Background: an optimization exercise with open tools, aiming at small area. Do not read the settings as production practice. In this exercise RTL edits were held to simulation tests only and were not proved equivalent to the original.

Setup of oak:
Design regfile_sb, start of the top module:
module regfile_sb #(
    parameter int unsigned  XLEN     = 32,
    parameter int unsigned  DEPTH    = 32,
    parameter bit           ZERO_REG = 1'b1,
    parameter bit           BYPASS   = 1'b1,
    localparam int unsigned AW       = $clog2(DEPTH)
) (
    input  logic            Clk,
    input  logic            Rst_n,
    input  logic [AW-1:0]   raddr1,
    input  logic [AW-1:0]   raddr2,
    output logic [XLEN-1:0] rdata1,
    output logic [XLEN-1:0] rdata2,
    output logic            rbusy1,
    output logic            rbusy2,
    output logic            stall,
    input  logic            issue_valid,
    input  logic [AW-1:0]   issue_addr,
    input  logic            RegWrite,
    input  logic [AW-1:0]   waddr,
    input  logic [XLEN-1:0] wdata,
    input  logic            flush,
    output logic [AW:0]     pending_cnt
);
    localparam int NGRP = (DEPTH + 2) / 3;   
    logic [XLEN-1:0]  regs_q [DEPTH];        
    logic [XLEN-1:0]  regs_d [1:DEPTH-1];
    logic [DEPTH-1:1] valid_q, valid_d;
    logic [DEPTH-1:1] pending_q, pending_d;
    logic [AW:0]      cnt_q, cnt_d;
    logic [3:0]       r1_lo, r2_lo, w_lo, i_lo;    
    logic [7:0]       r1_hi, r2_hi, w_hi, i_hi;    
    logic [DEPTH-1:1] wsel, wsel_n, isel, dec1, dec2;
    logic [DEPTH-1:1] vw, pw;                    
    logic [DEPTH-1:0] rsel1, rsel2;              
    logic             we, iss, byp1, byp2, inc, dec, iw_same;
    assign we  = RegWrite && (waddr != '0);
    assign iss = issue_valid && (issue_addr != '0);
    assign byp1 = we && (waddr == raddr1);
    assign byp2 = we && (waddr == raddr2);
    always_comb begin
        r1_lo = 4'b1 << raddr1[1:0];
        r2_lo = 4'b1 << raddr2[1:0];
        w_lo  = 4'b1 << waddr[1:0];
        i_lo  = 4'b1 << issue_addr[1:0];
        r1_hi = 8'b1 << raddr1[4:2];
        r2_hi = 8'b1 << raddr2[4:2];
        w_hi  = RegWrite    ? (8'b1 << waddr[4:2])      : 8'b0;
        i_hi  = issue_valid ? (8'b1 << issue_addr[4:2]) : 8'b0;
        rsel1[0] = byp1;
        rsel2[0] = byp2;
        for (int i = 1; i < DEPTH; i++) begin
            wsel[i]   = w_lo[i % 4] && w_hi[i / 4];
            wsel_n[i] = !wsel[i];
            isel[i]   = i_lo[i % 4] && i_hi[i / 4];
            dec1[i]   = r1_lo[i % 4] && r1_hi[i / 4];
  ...
clock: 9.0 ns
lec_check: 0
cap_margin: 10
cell_pad_in_sites_detail_placement: 1
cell_pad_in_sites_global_placement: 2
core_margin: 2
core_utilization: 40
cts_buf_list: sky130_fd_sc_hd__clkbuf_8
cts_cluster_diameter: 50
cts_cluster_size: 16
place_density: 0.5
slew_margin: 10
synth_hierarchical: 1
standard.sh (not shown) runs the stock make flow with config.mk's settings and CLKGATE_MAP_FILE= SYNTH_SCRIPT=/design/flow/synth_recipe.tcl, a recipe that flattens the netlist after the stock synthesis.
==> flow/flow/run.sh <==
#!/bin/bash
# Standard layout, with two changes to how it is built:
#  * the port buffers are the smallest buffer (buf_1) instead of the default choice;
#  * clock tree synthesis uses clkbuf_8 with small sink clusters and adds no dummy loads.
# Each tool's full output goes to the ORFS logs under orfs/logs; make's own output to flow.log.
set -euo pipefail
bash standard.sh \
  "BUFFER_PORTS_ARGS=-buffer_cell sky130_fd_sc_hd__buf_1" \
  "CTS_ARGS=-sink_clustering_enable -repair_clock_nets -dont_use_dummy_load -sink_clustering_size 16 -sink_clustering_max_diameter 50 -buf_list sky130_fd_sc_hd__clkbuf_8" \
  finish > flow.log 2>&1
Modified inputs, pine compared to oak
--- a/flow/flow/run.sh
+++ b/flow/flow/run.sh
@@ -7,4 +7,4 @@
 bash standard.sh \
   "BUFFER_PORTS_ARGS=-buffer_cell sky130_fd_sc_hd__buf_1" \
-  "CTS_ARGS=-sink_clustering_enable -repair_clock_nets -dont_use_dummy_load -sink_clustering_size 16 -sink_clustering_max_diameter 50 -buf_list sky130_fd_sc_hd__clkbuf_8" \
+  "CTS_ARGS=-sink_clustering_enable -repair_clock_nets -dont_use_dummy_load -sink_clustering_size 18 -sink_clustering_max_diameter 45 -buf_list sky130_fd_sc_hd__clkbuf_8" \
   finish > flow.log 2>&1
==> flow/config.mk <==
export PLATFORM = sky130hd
export DESIGN_NAME = regfile_sb
export DESIGN_NICKNAME = regfile_sb
export VERILOG_FILES = /design/flow/design.v
export SDC_FILE = /design/flow/constraint.sdc
export NUM_CORES = 4
export LEC_CHECK = 0
export CAP_MARGIN = 10
export CELL_PAD_IN_SITES_DETAIL_PLACEMENT = 0
export CELL_PAD_IN_SITES_GLOBAL_PLACEMENT = 1
export CORE_MARGIN = 2
export CORE_UTILIZATION = 45
export CTS_BUF_LIST = sky130_fd_sc_hd__clkbuf_8
export CTS_CLUSTER_DIAMETER = 45
export CTS_CLUSTER_SIZE = 18
export PLACE_DENSITY = 0.6
export SLEW_MARGIN = 10
export SYNTH_HIERARCHICAL = 1
### Flow results
- Summary of the comparison: utilization of the core after routing is higher in pine, relative to oak.
- rdata1[23] as the endpoint of the worst setup timing path was reported by oak, and rdata2[23] by pine.
- In pine, post-detailed-route wirelength per cell is lower than in oak.
- In the tables for pine and oak, initial standard-cell utilization of the core reads lower with oak.
- Summary of pine over oak: met1 track demand over resource in global routing climbed 3.2 points; clock-cell share of area barely changed.
- [compare] base=oak new=pine: number of cells on the worst hold path roughly the same, routed wire length shows a reduction of 9.6%.
- Worst setup slack on pine is ahead of oak.

port drivers added, routing unchanged:
How much do the figures lean on ideal ports? The routed layouts below were timed once more, with nothing changed but the port constraints. Step 1 assumes that a clkbuf_16 drives the clock port and a buf_2 every other input. Step 2 times the ports against the registers' clock, not the clock port: input delays grow and output delays shrink by t, the midpoint of the rising clock arrivals with the driver on. Three values: no drivers, after step 1, after step 2; two values: the first two.
| run | t, ns | slack for setup (ns) | worst setup path after step 2 | clock arrival spread, ns |
|---|---|---|---|---|
| oak | 0.891 | 1.062 / 1.031 / 1.031 | input to output | 0.089 / 0.089 |
| pine | 0.908 | 1.112 / 1.076 / 1.076 | input to output | 0.085 / 0.085 |
After both steps every run listed still meets setup and hold. For pine, which loses most, drivers alone change the setup slack by -0.036 ns; drivers and shift together by -0.036 ns.
